Context: an optimization exercise on an open-source flow, tuned for a short achievable clock period and few clock cycles per item. The choices shown serve that exercise and are no tape-out recipe.
Only simulation tests tie the RTL to the original design; equivalence was not proved.
Power figures rest on the tool's default switching activity, not on a simulated workload.

## build 49
==> flow/design.v (excerpt) <==
module cpu_top (
    input  logic        clk,
    input  logic        reset,
    output logic [9:0]  instr_addr,
    input  logic [17:0] instr_data,
    output logic [9:0]  mem_addr,
    output logic [17:0] mem_wdata,
    output logic        mem_we,
    output logic        mem_re,
    input  logic [17:0] mem_rdata
);
For scale: about 3,800 cells after synthesis, ~840 flip-flops, roughly 78 I/O pins, ~42,000 sq um of cells after synthesis.
==> flow/config.mk <==
export PLATFORM = sky130hd
export DESIGN_NAME = cpu_top
export DESIGN_NICKNAME = cpu_top
export VERILOG_FILES = /design/flow/design.v
export SDC_FILE = /design/flow/constraint.sdc
export NUM_CORES = 4
export LEC_CHECK = 0
export CAP_MARGIN = 20
export CORE_MARGIN = 2
export CORE_UTILIZATION = 55
export GPL_TIMING_DRIVEN = 1
export SETUP_SLACK_MARGIN = 3.0
export SLEW_MARGIN = 20
==> flow/constraint.sdc <==
create_clock -name core_clock -period 6.0 [get_ports {clk}]
set_input_delay 1.2000 -clock core_clock [delete_from_list [all_inputs] [get_ports {clk}]]
set_output_delay 1.2000 -clock core_clock [all_outputs]
set_load 0.01 [all_outputs]
run.sh (not shown) runs the stock make flow with config.mk's settings and CLKGATE_MAP_FILE= SYNTH_SCRIPT=/design/flow/synth_recipe.tcl, a recipe that flattens the netlist after the stock synthesis.
Per the final summary, build 49 finished and its layout is clean on timing, DRC and antenna.
Testbench counts of build 49, summed over its fixed seeds: cycles 93,623, instrs 84,944.
--- input diff build 49..build 45 ---
# build 49
export LEC_CHECK = 0
export CAP_MARGIN = 20
export CORE_MARGIN = 2
export CORE_UTILIZATION = 55
export GPL_TIMING_DRIVEN = 1
export SETUP_SLACK_MARGIN = 3.0
export SLEW_MARGIN = 20
create_clock -name core_clock -period 6.0 [get_ports {clk}]
# build 45
export LEC_CHECK = 0
export CAP_MARGIN = 20
export CORE_MARGIN = 2
export CORE_UTILIZATION = 55
export GPL_TIMING_DRIVEN = 1
export PLACE_DENSITY = 0.75
export SETUP_SLACK_MARGIN = 3.4
export SLEW_MARGIN = 20
create_clock -name core_clock -period 6.0 [get_ports {clk}]
Notes after the runs:
- Build 45 did not stop at any stage, and its layout met the timing, design-rule and antenna checks.
- Build 45 vs build 49: critical path depth up in build 45
- Against build 49, build 45 comes in 0.014 ns higher on worst slack on hold paths.
- Count of fill cells added during filler insertion (build 49 / build 45): 1.11
- From build 49 to build 45 the numbers moved as follows: part of the power in registers -2.0 points, sum of routed wire length over all layers went down 5600 um, post-placement setup slack lost 0.31 ns.
- For maximum vdd drop, dividing the value from build 45 by the value from build 49 gives 1.12.
- The layout multi-input combinational cell count on build 45 is in line with that on build 49.
- Cmp build 49 and build 45 / post-route worst setup slack / lower: build 49
- Portion of total power attributed to the clock network delta for build 45 relative to build 49: 0.3 points lower
### build 45 -> build 9
# build 45
export LEC_CHECK = 0
export CAP_MARGIN = 20
export CORE_MARGIN = 2
export CORE_UTILIZATION = 55
export GPL_TIMING_DRIVEN = 1
export PLACE_DENSITY = 0.75
export SETUP_SLACK_MARGIN = 3.4
export SLEW_MARGIN = 20
create_clock -name core_clock -period 6.0 [get_ports {clk}]
# build 9
export LEC_CHECK = 0
export CAP_MARGIN = 20
export CORE_MARGIN = 2
export CORE_UTILIZATION = 55
export GPL_ROUTABILITY_DRIVEN = 0
export GPL_TIMING_DRIVEN = 1
export SETUP_SLACK_MARGIN = 3.4
export SLEW_MARGIN = 20
create_clock -name core_clock -period 6.0 [get_ports {clk}]
--- outcome ---
Max freq build 45 -> build 9: improved
Final cell count, build 45 and build 9, lower one = build 9.
Across both runs, period utilization was lower for build 9 than for build 45.
Relative to build 9, the following input files were edited for build 55:
# build 9
export LEC_CHECK = 0
export CAP_MARGIN = 20
export CORE_MARGIN = 2
export CORE_UTILIZATION = 55
export GPL_ROUTABILITY_DRIVEN = 0
export GPL_TIMING_DRIVEN = 1
export SETUP_SLACK_MARGIN = 3.4
export SLEW_MARGIN = 20
create_clock -name core_clock -period 6.0 [get_ports {clk}]
# build 55
export LEC_CHECK = 0
export CAP_MARGIN = 20
export CORE_MARGIN = 2
export CORE_UTILIZATION = 60
export GPL_TIMING_DRIVEN = 1
export SETUP_SLACK_MARGIN = 3.3
export SLEW_MARGIN = 20
create_clock -name core_clock -period 6.0 [get_ports {clk}]
Notes after the runs:
Static power due to leakage: build 55 < build 9. Build 55 has more setup slack than build 9. Going from build 9 to build 55, core utilization +5.1 points; worst hold slack was more or less identical; count of clock-buffer cells in the layout now smaller; via count climbed 110; global-route usage now sits higher. Between build 55 and build 9, the sum of met2 wire segment lengths after detailed routing is lower for build 55. Changes observed in build 55 relative to build 9: peak supply drop grew by about 10%; routed wire length dropped 4100 um.
Inputs modified between build 55 and build 83:
# build 55
export LEC_CHECK = 0
export CAP_MARGIN = 20
export CORE_MARGIN = 2
export CORE_UTILIZATION = 60
export GPL_TIMING_DRIVEN = 1
export SETUP_SLACK_MARGIN = 3.3
export SLEW_MARGIN = 20
create_clock -name core_clock -period 6.0 [get_ports {clk}]
# build 83
export LEC_CHECK = 0
export CAP_MARGIN = 20
export CORE_MARGIN = 2
export CORE_UTILIZATION = 55
export GPL_TIMING_DRIVEN = 1
export SETUP_SLACK_MARGIN = 3.4
export SLEW_MARGIN = 20
create_clock -name core_clock -period 6.0 [get_ports {clk}]
==> comparison <==
Measured against each other, build 55 and build 83 differ in part of the cycle the worst path needs, the higher figure coming from build 55. Build 83 ends up with a minimum clock period that is 0.052 ns lower than in build 55. Number of clock buffers inserted by TritonCTS: build 83 > build 55. Build 83: layout-stage area growth over the synthesis result higher than build 55. Build 83 — critical path depth 5 higher, build 55 as reference. Build 83 vs build 55: overall die width up by a few percent. In the floorplan summary, build 83 is listed with a die area greater than that of build 55.
diff inputs: build 83 => build 14
# build 83
export LEC_CHECK = 0
export CAP_MARGIN = 20
export CORE_MARGIN = 2
export CORE_UTILIZATION = 55
export GPL_TIMING_DRIVEN = 1
export SETUP_SLACK_MARGIN = 3.4
export SLEW_MARGIN = 20
create_clock -name core_clock -period 6.0 [get_ports {clk}]
# build 14
export LEC_CHECK = 0
export CAP_MARGIN = 20
export CORE_MARGIN = 2
export CORE_UTILIZATION = 50
export GPL_TIMING_DRIVEN = 1
export SETUP_SLACK_MARGIN = 3.5
export SLEW_MARGIN = 20
create_clock -name core_clock -period 6.0 [get_ports {clk}]
## What came out
- Build 14: done, clean on timing, DRC and antenna
- Build 83 → build 14: count of clock-buffer cells in the layout lost 1; global routing usage on met1 lower; biggest fanout along the worst timing path climbed 3.

========
cpu_top, a different RTL version from the one above (not shown whole).
Size: ~880 flip-flops, roughly 78 I/O pins, about 43,000 um2 of cells after synthesis.
==> flow/config.mk <==
export PLATFORM = sky130hd
export DESIGN_NAME = cpu_top
export DESIGN_NICKNAME = cpu_top
export VERILOG_FILES = /design/flow/design.v
export SDC_FILE = /design/flow/constraint.sdc
export NUM_CORES = 4
export LEC_CHECK = 0
export CAP_MARGIN = 20
export CORE_MARGIN = 2
export CORE_UTILIZATION = 45
export GPL_TIMING_DRIVEN = 1
export SETUP_SLACK_MARGIN = 3.5
export SLEW_MARGIN = 20
==> flow/constraint.sdc <==
create_clock -name core_clock -period 6.0 [get_ports {clk}]
set_input_delay 1.2000 -clock core_clock [delete_from_list [all_inputs] [get_ports {clk}]]
set_output_delay 1.2000 -clock core_clock [all_outputs]
set_load 0.01 [all_outputs]
The starting point produced a clean layout.
Testbench counts at the start, summed over its fixed seeds: cycles 93,623, instrs 84,944.
Rerun with:
--- a/flow/config.mk
+++ b/flow/config.mk
@@ -9,5 +9,5 @@
 export CORE_MARGIN = 2
-export CORE_UTILIZATION = 45
+export CORE_UTILIZATION = 55
 export GPL_TIMING_DRIVEN = 1
-export SETUP_SLACK_MARGIN = 3.5
+export SETUP_SLACK_MARGIN = 3.4
 export SLEW_MARGIN = 20
=> The new run completed without violations. Critical path depth stays the same. Power went down by 0.31%. Count of clock-buffer cells in the layout went down by 4. Design area shrinks by about 0.65%. Hold slack got worse by 0.027 ns.

========
Setup of build 23:
cpu_top again, from the RTL that the note above started with.
export LEC_CHECK = 0
export CAP_MARGIN = 20
export CORE_MARGIN = 2
export CORE_UTILIZATION = 50
export GPL_TIMING_DRIVEN = 1
export PLACE_DENSITY_LB_ADDON = 0.1
export SETUP_SLACK_MARGIN = 3.5
export SLEW_MARGIN = 20
create_clock -name core_clock -period 6.0 [get_ports {clk}]
Testbench counts of build 23, summed over its fixed seeds: cycles 93,623, instrs 84,944.
Setup changes, build 23 to trial 2
- removing PLACE_DENSITY_LB_ADDON (formerly 0.1)
Comparing relative slew slack for build 23 and trial 2, the smaller number came from build 23.
Post-placement worst setup slack for trial 2: 0.12 ns down relative to build 23
Trial 2 went all the way through synthesis, placement and routing and the layout is clean on timing, DRC and antenna.
Build 23 did not stop at any stage, and its layout met the timing, design-rule and antenna checks.
Trial 2 ended up with reg -> out as its classification of the worst setup path; build 23 ended up with reg -> reg.
Setup slack in trial 2 is larger than in build 23.

========
RTL: one of the versions met above, not the one the previous note started from.
Size in the first run: about 840 flip-flops, ~0.042 mm2 of cells after synthesis.
clock: 6.0 ns
lec_check: 0
cap_margin: 20
core_margin: 2
core_utilization: 50
gpl_timing_driven: 1
setup_slack_margin: 3.5
slew_margin: 20
standard.sh (not shown) runs the stock make flow with config.mk's settings and CLKGATE_MAP_FILE= SYNTH_SCRIPT=/design/flow/synth_recipe.tcl, a recipe that flattens the netlist after the stock synthesis.
==> flow/flow/run.sh <==
#!/bin/bash
# The standard layout, with the synthesis step that maps adders to the
# library's half- and full-adder cells turned off, so that ABC maps the
# adder, comparator and incrementers as plain logic.
set -e
cp standard.sh standard_sh.log
export ADDER_MAP_FILE=
bash standard.sh > standard.log 2>&1
The starting point went through all stages and came out clean.
Testbench counts at the start, summed over its fixed seeds: cycles 93,623, instrs 84,944.
Rerun with:
==> flow/run.sh (new file) <==
#!/bin/bash
# synth_recipe.tcl (not shown) runs the flow's synth.tcl, then flattens the netlist and writes it again
# the make line also repeats each setting of config.mk as NAME=value (left out here)
make -C /OpenROAD-flow-scripts/flow DESIGN_CONFIG=/design/flow/config.mk WORK_HOME=/design/flow/orfs CLKGATE_MAP_FILE= SYNTH_SCRIPT=/design/flow/synth_recipe.tcl finish
--- a/flow/config.mk
+++ b/flow/config.mk
@@ -10 +10 @@
-export CORE_UTILIZATION = 50
+export CORE_UTILIZATION = 65
@@ -12 +12 @@
-export SETUP_SLACK_MARGIN = 3.5
+export SETUP_SLACK_MARGIN = 3.4
removed: flow/flow/run.sh
removed: flow/standard.sh
Outcome:
- wire length shrinks by 4.0%
- final area shrinks by 1.8%
- sequential power shrinks by about 0.6%
- setup slack improves by 0.0041 ns
- global-route usage grows by 8.1 points
- power barely changes

[static timing again, ports no longer ideal]
In the flow no input, the clock included, has a driving cell. The finished layouts below were timed again as built, in two steps. Step 1 (the two cells are an assumption about what drives the block):
set clk [get_ports {clk}]
set_driving_cell -lib_cell sky130_fd_sc_hd__clkbuf_16 $clk
set_driving_cell -lib_cell sky130_fd_sc_hd__buf_2 [delete_from_list [all_inputs] $clk]
Step 2, shift: input delay + t, output delay - t, t = (earliest + latest rising clock arrival at the registers) / 2. This alone moves slack from input paths to output paths. a / b / c = ideal / step 1 / step 2; a / b = the first two.
run | t (ns) | setup WS [ns] | worst data-port slew with drivers (ns)
build 49 | 0.719 | 3.053 / 2.986 / 2.465 | 0.04
build 45 | 0.726 | 3.195 / 3.195 / 2.642 | 0.06
build 9 | 0.720 | 3.271 / 3.261 / 2.794 | 0.08
build 55 | 0.718 | 3.281 / 3.276 / 2.573 | 0.09
build 83 | 0.718 | 3.332 / 3.301 / 2.751 | 0.04
build 14 | 0.733 | 3.330 / 3.261 / 2.773 | 0.12
the first run of note 2 | 0.762 | 3.475 / 3.417 / 2.714 | 0.12
the second run of note 2 | 0.721 | 3.394 / 3.369 / 2.705 | 0.05
build 23 | 0.730 | 3.482 / 3.449 / 2.835 | 0.05
trial 2 | 0.742 | 3.499 / 3.427 / 2.725 | 0.14
the first run of note 4 | 0.735 | 3.280 / 3.283 / 2.548 | 0.07
the second run of note 4 | 0.700 | 3.284 / 3.284 / 2.807 | 0.04
After both steps setup and hold are still met in every run listed. For trial 2, which loses most, drivers alone change the setup slack by -0.072 ns; drivers and shift together by -0.774 ns.
